Background: an optimization exercise with open tools, aiming at small area and a short achievable clock period. Do not read the settings as production practice. No functional check of the RTL was part of this run. Power figures rest on the tool's default switching activity, not on a simulated workload.

<file path="design/flow/design.v">
package rv_decode_pkg;
   localparam int unsigned NUM_TYPES = 23;
   localparam int unsigned NUM_FMTS  = 5;
   localparam int unsigned NUM_CNT   = 30;
   localparam int unsigned TYPE_JAL   = 22;
   localparam int unsigned TYPE_JALR  = 21;
   localparam int unsigned TYPE_BEQ   = 20;
   localparam int unsigned TYPE_BNE   = 19;
   localparam int unsigned TYPE_LW    = 18;
   localparam int unsigned TYPE_SW    = 17;
   localparam int unsigned TYPE_ADDI  = 16;
   localparam int unsigned TYPE_SLTI  = 15;
   localparam int unsigned TYPE_SLTIU = 14;
   localparam int unsigned TYPE_XORI  = 13;
   localparam int unsigned TYPE_ORI   = 12;
   localparam int unsigned TYPE_ANDI  = 11;
   localparam int unsigned TYPE_SLLI  = 10;
   localparam int unsigned TYPE_SRLI  = 9;
   localparam int unsigned TYPE_ADD   = 8;
   localparam int unsigned TYPE_SUB   = 7;
   localparam int unsigned TYPE_SLL   = 6;
   localparam int unsigned TYPE_SLT   = 5;
   localparam int unsigned TYPE_SLTU  = 4;
   localparam int unsigned TYPE_XOR   = 3;
   localparam int unsigned TYPE_SRL   = 2;
   localparam int unsigned TYPE_OR    = 1;
   localparam int unsigned TYPE_AND   = 0;
   localparam int unsigned FMT_J = 0;
   localparam int unsigned FMT_B = 1;
   localparam int unsigned FMT_S = 2;
   localparam int unsigned FMT_I = 3;
   localparam int unsigned FMT_R = 4;
   localparam logic [NUM_TYPES*3-1:0] TYPE_FMT_LUT = {
      3'(FMT_J),                                                
      3'(FMT_I),                                                
      3'(FMT_B), 3'(FMT_B),                                     
      3'(FMT_I),                                                
      3'(FMT_S),                                                
      3'(FMT_I), 3'(FMT_I), 3'(FMT_I), 3'(FMT_I),               
      3'(FMT_I), 3'(FMT_I), 3'(FMT_I), 3'(FMT_I),               
      3'(FMT_R), 3'(FMT_R), 3'(FMT_R), 3'(FMT_R), 3'(FMT_R),    
      3'(FMT_R), 3'(FMT_R), 3'(FMT_R), 3'(FMT_R)                
   };
   localparam int unsigned SEL_FMT_BASE = 23;
   localparam int unsigned SEL_TOTAL    = 28;
   localparam int unsigned SEL_ERR      = 29;
   function automatic logic [NUM_FMTS-1:0] fmt_onehot(input logic [2:0] fmt_idx);
      fmt_onehot = NUM_FMTS'(1) << fmt_idx;
   endfunction
endpackage
module sat_counter #(
   parameter int unsigned CNT_W = 16
) (
   input  logic             clk,
   input  logic             inc,
   input  logic             zero,
   output logic [CNT_W-1:0] q
);
   localparam int unsigned NG = CNT_W / 4;
   logic [CNT_W-1:0] cnt_q, cnt_d, tgl;
   logic [CNT_W-1:0] loc;      
   logic [NG:0]      grp;      
   logic [NG-1:0]    go;       
   logic             step;
   always_comb begin
      grp[0] = 1'b1;
      for (int unsigned k = 0; k < NG; k++) begin
         loc[4*k]   = 1'b1;
         loc[4*k+1] = cnt_q[4*k];
         loc[4*k+2] = cnt_q[4*k] & cnt_q[4*k+1];
         loc[4*k+3] = cnt_q[4*k] & cnt_q[4*k+1] & cnt_q[4*k+2];
         grp[k+1]   = grp[k] & (&cnt_q[4*k +: 4]);
      end
      step = inc & ~grp[NG];
      for (int unsigned k = 0; k < NG; k++) go[k] = step & grp[k];
      for (int unsigned i = 0; i < CNT_W; i++) tgl[i] = go[i/4] & loc[i];
      cnt_d = (cnt_q ^ tgl) & {CNT_W{~zero}};
      cnt_d[0] = zero ? inc : (cnt_q[0] ^ step);
   end
   always_ff @(posedge clk) begin
      cnt_q <= cnt_d;
   end
   assign q = cnt_q;
endmodule
module instr_mix_profiler #(
   parameter int unsigned CNT_W = 16
) (
   input  logic             clk,
   input  logic             rst,
   input  logic             in_valid,
   input  logic [22:0]      instruction_type,
   input  logic [4:0]       instruction_format,
   input  logic             clear,
   input  logic             rd_en,
   input  logic [4:0]       rd_sel,
   output logic             rd_valid,
   output logic [CNT_W-1:0] rd_data,
   output logic             rd_err
);
   localparam int unsigned NUM_TYPES = 23;
   localparam int unsigned NUM_FMTS  = 5;
   localparam int unsigned NUM_PHYS  = 28;
   logic                 s1_valid_q;
   logic [NUM_TYPES-1:0] s1_type_q;
   logic [NUM_FMTS-1:0]  s1_fmt_q;
   logic                 clr_pend_q;
   logic             rd_valid_q;
   logic [CNT_W-1:0] rd_data_q, rd_data_d;
   logic             rd_err_q;
   logic [NUM_FMTS-1:0]            grp;
   logic                           is_bubble, is_legal, is_err;
   logic [NUM_PHYS-1:0]            inc_vec;
   logic [NUM_PHYS-1:0][CNT_W-1:0] cnt;
   logic [31:0]                    sel_hot;
   logic [NUM_PHYS-1:0]            pick;
   logic                           hold;
   always_comb begin
      grp[0] = s1_type_q[22];
      grp[1] = s1_type_q[20] | s1_type_q[19];
      grp[2] = s1_type_q[17];
      grp[3] = s1_type_q[21] | s1_type_q[18] | (|s1_type_q[16:9]);
      grp[4] = |s1_type_q[8:0];
      is_bubble = (s1_type_q == '0) && (s1_fmt_q == '0);
      is_legal  = s1_valid_q && $onehot(s1_type_q) && (s1_fmt_q == grp);
      is_err    = s1_valid_q && !is_bubble && !is_legal;
      inc_vec[NUM_TYPES-1:0] = s1_type_q & {NUM_TYPES{is_legal}};
      inc_vec[23]            = s1_fmt_q[1] & is_legal;
      inc_vec[24]            = s1_fmt_q[3] & is_legal;
      inc_vec[25]            = s1_fmt_q[4] & is_legal;
      inc_vec[26]            = is_legal;
      inc_vec[27]            = is_err;
   end
   for (genvar g = 0; g < NUM_PHYS; g++) begin : g_cnt
      sat_counter #(
         .CNT_W (CNT_W)
      ) u_cnt (
         .clk  (clk),
         .inc  (inc_vec[g]),
         .zero (clr_pend_q),
         .q    (cnt[g])
      );
   end
   always_comb begin
      for (int unsigned i = 0; i < 32; i++) begin
         sel_hot[i] = rd_en && !rst && !clr_pend_q && (rd_sel == 5'(i));
      end
      for (int unsigned i = 0; i < NUM_TYPES; i++) pick[i] = sel_hot[i];
      pick[22] = sel_hot[22] | sel_hot[23];
      pick[17] = sel_hot[17] | sel_hot[25];
      pick[23] = sel_hot[24];
      pick[24] = sel_hot[26];
      pick[25] = sel_hot[27];
      pick[26] = sel_hot[28];
      pick[27] = sel_hot[29];
      hold = !rd_en && !rst;
      rd_data_d = rd_data_q & {CNT_W{hold}};
      for (int unsigned i = 0; i < NUM_PHYS; i++) begin
         rd_data_d = rd_data_d | (cnt[i] & {CNT_W{pick[i]}});
      end
   end
   always_ff @(posedge clk) begin
      s1_type_q <= instruction_type;
      s1_fmt_q  <= instruction_format;
      rd_data_q <= rd_data_d;
      if (rst) begin
         s1_valid_q <= 1'b0;
         clr_pend_q <= 1'b1;
         rd_valid_q <= 1'b0;
         rd_err_q   <= 1'b0;
      end else begin
         s1_valid_q <= in_valid & ~clear;
         clr_pend_q <= clear;
         rd_valid_q <= rd_en;
         rd_err_q   <= rd_en & (&rd_sel[4:1]);
      end
   end
   assign rd_valid = rd_valid_q;
   assign rd_data  = rd_data_q;
   assign rd_err   = rd_err_q;
endmodule
</file>
<file path="design/flow/run.sh">
#!/bin/bash
# synth_recipe.tcl (not shown) runs the flow's synth.tcl, then flattens the netlist and writes it again
# the make line also repeats each setting of config.mk as NAME=value (left out here)
make -C /OpenROAD-flow-scripts/flow DESIGN_CONFIG=/design/flow/config.mk WORK_HOME=/design/flow/orfs CLKGATE_MAP_FILE= SYNTH_SCRIPT=/design/flow/synth_recipe.tcl finish
</file>
<file path="design/flow/config.mk">
export PLATFORM = sky130hd
export DESIGN_NAME = instr_mix_profiler
export DESIGN_NICKNAME = instr_mix_profiler
export VERILOG_FILES = /design/flow/design.v
export SDC_FILE = /design/flow/constraint.sdc
export NUM_CORES = 4
export LEC_CHECK = 0
export CAP_MARGIN = 20
export CORE_MARGIN = 2
export CORE_UTILIZATION = 45
export SLEW_MARGIN = 20
</file>
<file path="design/flow/constraint.sdc">
create_clock -name core_clock -period 7.5 [get_ports {clk}]
set_input_delay 1.5000 -clock core_clock [delete_from_list [all_inputs] [get_ports {clk}]]
set_output_delay 1.5000 -clock core_clock [all_outputs]
set_load 0.01 [all_outputs]
</file>
==> impl_metrics.tcl <==
set metrics [dict create \
    grt_antenna_before_repair 6 \
    path_cells "fa_1 > fa_1 > fa_1 > fa_1 > inv_1 > fa_1 > fa_1 > inv_1 > fa_1 > nor2_1 > and3_1 > o2111ai_4 > o211ai_1 > nor2_1 > ha_1 > xnor2_1 > nor2_1" \
    grt_setup_unrepaired "false" \
    path_class "flop to flop" \
    finalSetupViolCount 0 \
    die_height_um 247.7 \
    slew_violations 0 \
    drt_wl_total_um 119300 \
    vdd_ir_drop_max_uv 196.2 \
    cts_buffer_depth 3 \
    routabilityCongestion 1.068 \
    syn_avg_cell_area_um2 8.466 \
    grt_use_total_pct 38.34 \
    post_cts_resized 0 \
    port_buffers 55 \
    hold_ws_ns 0.5038 \
    synth_top_family_by_area "simple AND/OR/NAND/NOR gates" \
    p_int_mw 4.472 \
    top_level_ports 56 \
    worstMarginPinSlew_ns 1.195 \
    holdPathStages 1 \
    cp-end-kind "flop" \
    wl_per_cell_um 30.03 \
    holdBufCountCts 0 \
    dpl.hpwl_um 89390 \
    worst-path-max-fanout 18 \
    initial_core_util_pct 45.37 \
    drt_iter0_markers 3789 \
    cts_setup_buffers 0 \
    synth_compound_area_share_pct 14.46 \
    fin_total_pwr_mw 6.033 \
    critPathArrivalTime_ns 7.11 \
    hold_viol 0 \
    syn_nets 3330 \
    yosys.area_share.simple_pct 27.93 \
    finalWorstSetupSlack_ns 0.8348 \
    firstDrtPassIters 8 \
    leakage_nw 10.17 \
    cts_buffers 57 \
    viasPerCell 6.619 \
    finalCriticalPeriod_ns 6.665 \
    max_clock_freq_ghz 0.1500 \
    final_net_count 3328 \
    area_growth_pct 12.19 \
    synthXorXnorAreaFrac_pct 6.685 \
    path_common_cell "fa_1" \
    cts_tree "done" \
    fin_tns_setup_ns 0 \
    async_flop_share_pct 0 \
    r2r-end "g_cnt[27].u_cnt.cnt_q[9]$_DFF_P_" \
    overflow 0 \
    cap_violations 0 \
    drive_gt1_share_pct 7.880 \
    place_worst_setup_slack_ns 0.9949 \
    grt_pass1_vias 23875 \
    r2r-start "s1_type_q[14]$_DFF_P_" \
    finClkSkew_ns 0.04271 \
    switching_power_mw 1.561 \
    root_buffer "clkbuf_16" \
    cts.htree.levels 2 \
    grt_first_pass_wirelength_um 170000 \
    pwr-share-clk_pct 46.8 \
    holdPathEnd "g_cnt[7].u_cnt.cnt_q[15]$_DFF_P_" \
    rr_worst_depth 17 \
    crit_required_ns 7.95 \
    ant_nets 0 \
    place_area_um2 28110 \
    min_path_type "flop to flop" \
    mappedNetlistArea_um2 26730 \
    grt_max_degree 180 \
    die_w_um 247.7 \
    drc 0 \
    cpPeakStageDelay_ns 0.79 \
    synth_cells 3157 \
    clkLatencyLatePin_ns 0.64 \
    ys_seq_area_share_pct 37.15 \
    powerDensity_nw_per_um2 201.2 \
    worstHoldStart "g_cnt[7].u_cnt.cnt_q[15]$_DFF_P_" \
    slew_headroom_pct 19.72 \
    clkTransAtPathRegs_ns 0.06 \
    synthAdderAreaFrac_pct 6.769 \
    cts.sinks 496 \
    muxShareOfSynthArea_pct 3.024 \
    synth_cell_types 80 \
    vias 26302 \
    r2r_setup_slack_ns 0.83 \
    power_frac_seq_pct 44.5 \
    ys_warn_count 2 \
    synth-edff-count 0 \
    sw_frac_of_total_pct 25.87 \
    fin_area_um2 29990 \
    fin_crit_sh_pct 88.87 \
    row_count 89 \
    ys_seq_elements 496 \
    cpMaxStageDelayCell "o211ai_1" \
    status "timing/DRC/antenna clean" \
    die_area_um2 61360 \
    start_kind "flop" \
    core_area_um2 58910 \
    synth-main-ff-cell "dfxtp_1" \
    combPwrFrac_pct 8.7 \
]
cells by family (layout without fill, tap and decap cells):
family | count (synthesis) | in the layout
mux | 70 | 70
buf+inv | 272 | 313
flops | 496 | 496
compound gates | 549 | 549
simple gates | 1431 | 1431
xor+xnor | 204 | 204
fa+ha+maj | 135 | 135
other cells | 0 | 3
metal layers:
layer	wire [um]	GRT usage, %
met5	14	0
met4	8205	22.24
met3	13290	9.462
met2	49590	55.92
met1	48230	51.32
how the worst max path moves through the flow:
stage / startpoint / end / slack, ns / cells after the start
6_report: s1_type_q[14]$_DFF_P_ / g_cnt[27].u_cnt.cnt_q[9]$_DFF_P_ / 0.83 / 17
5_1_grt: s1_type_q[14]$_DFF_P_ / g_cnt[27].u_cnt.cnt_q[9]$_DFF_P_ / 0.65 / 17
4_1_cts: s1_type_q[14]$_DFF_P_ / g_cnt[27].u_cnt.cnt_q[9]$_DFF_P_ / 0.96 / 17
3_5_place_dp: s1_type_q[14]$_DFF_P_ / g_cnt[27].u_cnt.cnt_q[9]$_DFF_P_ / 0.99 / 17
3_3_place_gp: s1_type_q[14]$_DFF_P_ / g_cnt[27].u_cnt.cnt_q[9]$_DFF_P_ / 1.06 / 17
2_1_floorplan: s1_type_q[6]$_DFF_P_ / g_cnt[10].u_cnt.cnt_q[4]$_DFF_P_ / 1.70 / 21
synth_stat cells (16+ instances only):
cell type	number	area, um^2
o22ai_1	26	162.7
or4_1	16	120.1
nor2_1	374	1404
a22oi_1	74	555.5
mux2i_1	38	380.4
o21ai_0	71	355.3
and2_1	39	244.0
fa_1	16	320.3
or2_2	21	131.4
or3_1	32	200.2
dfxtp_1	496	9930
nor3_1	94	470.5
inv_1	87	326.6
a21oi_1	101	505.5
and4_1	51	446.7
nand4_1	96	600.6
a31oi_1	38	237.7
clkbuf_1	142	533.0
buf_2	23	115.1
o2bb2ai_1	21	183.9
nor4_1	96	600.6
ha_1	119	1489
mux2_2	26	292.8
xnor2_1	189	1655
a221oi_1	20	175.2
nand2_1	224	840.8
and3_1	68	425.4
buf_1	18	67.56
o211ai_1	17	127.6
nand3_1	153	765.7
nor2b_1	107	669.4
final cells by class:
type                            instances  area, um^2
Inverter                               87       326.6
Antenna cell                            3       7.507
Sequential cell                       496        9933
Tap cell                              773       967.2
Timing Repair Buffer                  124        1066
Clock buffer                           85        1664
Fill cell                            5656       28920
Multi-Input combinational cell       2389       15830
Clock inverter                         17       193.9
sequential cells by signal, summed over array words and instances, names as in the netlist:
name / count
rd_valid_q: 1
s1_type_q: 23
rd_data_q: 16
clr_pend_q: 1
s1_valid_q: 1
rd_err_q: 1
s1_fmt_q: 5
g_cnt.u_cnt.cnt_q: 448
cell usage in the layout, fill, tap and decap left out, types with 16 or more instances in the layout:
master,n
or4_1,16
nor2_1,368
nor4_1,95
o21ai_0,71
buf_4,70
o22ai_1,25
a221oi_1,20
mux2i_1,38
o211ai_1,17
nand2_1,224
nand4_1,96
inv_1,86
ha_1,119
clkbuf_1,17
or3_1,32
clkdlybuf4s50_1,51
a31oi_1,38
a21oi_1,101
o2bb2ai_1,21
and3_1,68
xnor2_1,189
a22oi_1,74
or2_2,21
nor3_1,93
dfxtp_1,495
mux2_2,26
fa_1,16
and4_1,51
nor2b_1,105
and2_1,39
nand3_1,152
clkbuf_16,59
metrics by stage:
step / utilization [%] / cells
final: 50.91 / 3974
after global routing: 50.89 / 3971
after CTS: 50.88 / 3970
after detailed placement: 47.73 / 3868
after global placement: 47.73 / 3868
after floorplan: - / 3157
power groups by stage:
stage | Clock [mW] | Combinational (mW) | Sequential [mW]
floorplan | 0 | 0.310 | 2.72
global placement | 0 | 0.495 | 2.74
detailed placement | 0 | 0.502 | 2.74
CTS | 2.85 | 0.503 | 2.69
global route | 2.95 | 0.556 | 2.69
finish | 2.82 | 0.522 | 2.69
worst max-delay path, delay by kind of cell (launching register included):
family,cells,cell delay (ns)
xor gates and xnor gates,1,0.16
buffers and inverters,2,0.15
AOI/OAI and AO/OA,2,1.36
DFF,1,0.69
and+or+nand+nor,4,0.65
adders and majority gates,8,3.46

## re-timing with driven ports
Ports are ideal in the flow. The routed layout listed here was re-timed in OpenROAD. Step 1 (the two cells are an assumption about what drives the block):
set clk [get_ports {clk}]
set_driving_cell -lib_cell sky130_fd_sc_hd__clkbuf_16 $clk
set_driving_cell -lib_cell sky130_fd_sc_hd__buf_2 [delete_from_list [all_inputs] $clk]
Step 2 adds t to the input delays and takes it off the output delays; t is the mean of the earliest and latest rising clock arrival at the registers after step 1. Input paths then give back, and output paths get back, about the clock's delay inside the block. a / b / c = ideal ports / drivers / drivers and shift; a / b = the first two.
t (ns): 0.684
setup slack, ns: 0.835 / 0.835 / 0.835
worst hold slack (ns): 0.504 / 0.504 / 0.504
worst setup path after step 2: register to register
worst register clock-pin slew, ns: 0.07 / 0.07
After both steps this run still meets setup and hold. For this run, drivers alone change the setup slack by 0.000 ns; drivers and shift together by 0.000 ns.
